What follows belongs to an exercise in optimizing a design on an open flow for small area; a production flow would make more cautious choices.
Only simulation tests tie the RTL to the original design; equivalence was not proved.

==> flow/design.v (excerpt) <==
module conv_window_buffer #(
    parameter int BITWIDTH     = 8,
    parameter int DATACHANNEL  = 3,
    parameter int FILTERHEIGHT = 5,
    parameter int FILTERWIDTH  = 5,
    parameter int DATAWIDTH    = 28,
    parameter int DATAHEIGHT   = 28
) (
    input  logic clk,
    input  logic rst,
    input  logic in_valid,
    output logic in_ready,
    input  logic [BITWIDTH*DATACHANNEL-1:0] pixel,
    output logic out_valid,
    input  logic out_ready,
    output logic [BITWIDTH*DATACHANNEL*FILTERHEIGHT*FILTERWIDTH-1:0] window,
    output logic out_last
);
    localparam int PW = BITWIDTH * DATACHANNEL;
    localparam int NS = (FILTERHEIGHT - 1) * DATAWIDTH + FILTERWIDTH;
    localparam int CW = (DATAWIDTH > 1) ? $clog2(DATAWIDTH) : 1;
    localparam int RW = (DATAHEIGHT > 1) ? $clog2(DATAHEIGHT) : 1;
    logic [PW-1:0] sr [NS];
    logic [CW-1:0] col;
    logic [RW-1:0] row;
    logic          col_end;
    logic          row_end;
    logic          complete;
    logic          accept;
    logic          ready;
    logic          valid_q;
    assign ready    = !rst && (!valid_q || out_ready);
    assign accept   = in_valid && ready;
    assign col_end  = (col == CW'(DATAWIDTH - 1));
    assign row_end  = (row == RW'(DATAHEIGHT - 1));
    assign complete = (row >= RW'(FILTERHEIGHT - 1)) &&
  ...
==> flow/config.mk <==
export PLATFORM = sky130hd
export DESIGN_NAME = conv_window_buffer
export DESIGN_NICKNAME = conv_window_buffer
export VERILOG_FILES = /design/flow/design.v
export SDC_FILE = /design/flow/constraint.sdc
export NUM_CORES = 4
export LEC_CHECK = 0
export CAP_MARGIN = 20
export CORE_MARGIN = 2
export CORE_UTILIZATION = 40
export SLEW_MARGIN = 20
==> flow/constraint.sdc <==
create_clock -name core_clock -period 6.0 [get_ports {clk}]
set_input_delay 1.2000 -clock core_clock [delete_from_list [all_inputs] [get_ports {clk}]]
set_output_delay 1.2000 -clock core_clock [all_outputs]
set_load 0.01 [all_outputs]
standard.sh (not shown) runs the stock make flow with config.mk's settings and CLKGATE_MAP_FILE= SYNTH_SCRIPT=/design/flow/synth_recipe.tcl, a recipe that flattens the netlist after the stock synthesis.
==> flow/flow/run.sh <==
#!/bin/bash
set -euo pipefail
export BUFFER_PORTS_ARGS="-buffer_cell sky130_fd_sc_hd__buf_1"
export CTS_ARGS="-sink_clustering_enable -repair_clock_nets -buf_list {sky130_fd_sc_hd__clkbuf_4 sky130_fd_sc_hd__clkbuf_8} -sink_clustering_size 18 -sink_clustering_max_diameter 50 -dont_use_dummy_load"
bash standard.sh finish > standard_flow.log 2>&1
The starting point produced a clean layout.
==> next run, changes <==
==> flow/flow/run.sh (replaced) <==
#!/bin/bash
set -euo pipefail
export BUFFER_PORTS_ARGS="-buffer_cell sky130_fd_sc_hd__buf_1"
export CTS_ARGS="-sink_clustering_enable -repair_clock_nets -buf_list {sky130_fd_sc_hd__clkbuf_4 sky130_fd_sc_hd__clkbuf_8} -sink_clustering_size 20 -sink_clustering_max_diameter 55 -dont_use_dummy_load"
bash standard.sh finish > standard_flow.log 2>&1
Effect:
- maximum frequency is higher by about 0.4%
- core utilization is lower by 0.24 points
- setup slack is better by 0.013 ns
- die area stays the same
- cell count is lower by 0.54%
- wire length is lower by 0.51%
- non-clock buffer count is unchanged
- worst hold slack is better by 0.0032 ns
- synthesized area is unchanged
- design area is lower by 0.53%
==> next run, changes <==
==> flow/run.sh (new file) <==
#!/bin/bash
# synth_recipe.tcl (not shown) runs the flow's synth.tcl, then flattens the netlist and writes it again
# the make line also repeats each setting of config.mk as NAME=value (left out here)
make -C /OpenROAD-flow-scripts/flow DESIGN_CONFIG=/design/flow/config.mk WORK_HOME=/design/flow/orfs CLKGATE_MAP_FILE= SYNTH_SCRIPT=/design/flow/synth_recipe.tcl finish
removed: flow/flow/run.sh
removed: flow/standard.sh
What happened:
- cell area rises by roughly a tenth
- setup slack gets worse by 0.60 ns
- clock-buffer cell count went up by 165

## re-timing with driven ports
No port has a modelled driver above. Below, the same layouts with a new extraction and two added sets of constraints. Step 1: set_driving_cell puts a clkbuf_16 on clk and a buf_2 on each other input, an assumption about the parent block. Step 2 moves the port delays by t, midway between the first and last clock arrival at a register: inputs arrive t later, outputs are due t later. That takes back most of the time a late clock gives input paths. Three values: ideal, step 1, step 2; two values: the first two.
run	t, ns	setup slack, ns	worst data-port slew with drivers (ns)	pins driven straight from the clock port
the first run	0.968	2.793 / 2.711 / 2.347	0.03	1
the second run	0.954	2.806 / 2.729 / 2.324	0.03	1
the third run	0.968	2.202 / 2.177 / 1.783	0.03	1
After both steps every run listed still meets setup and hold. For the second run, which loses most, drivers alone change the setup slack by -0.077 ns; drivers and shift together by -0.482 ns.
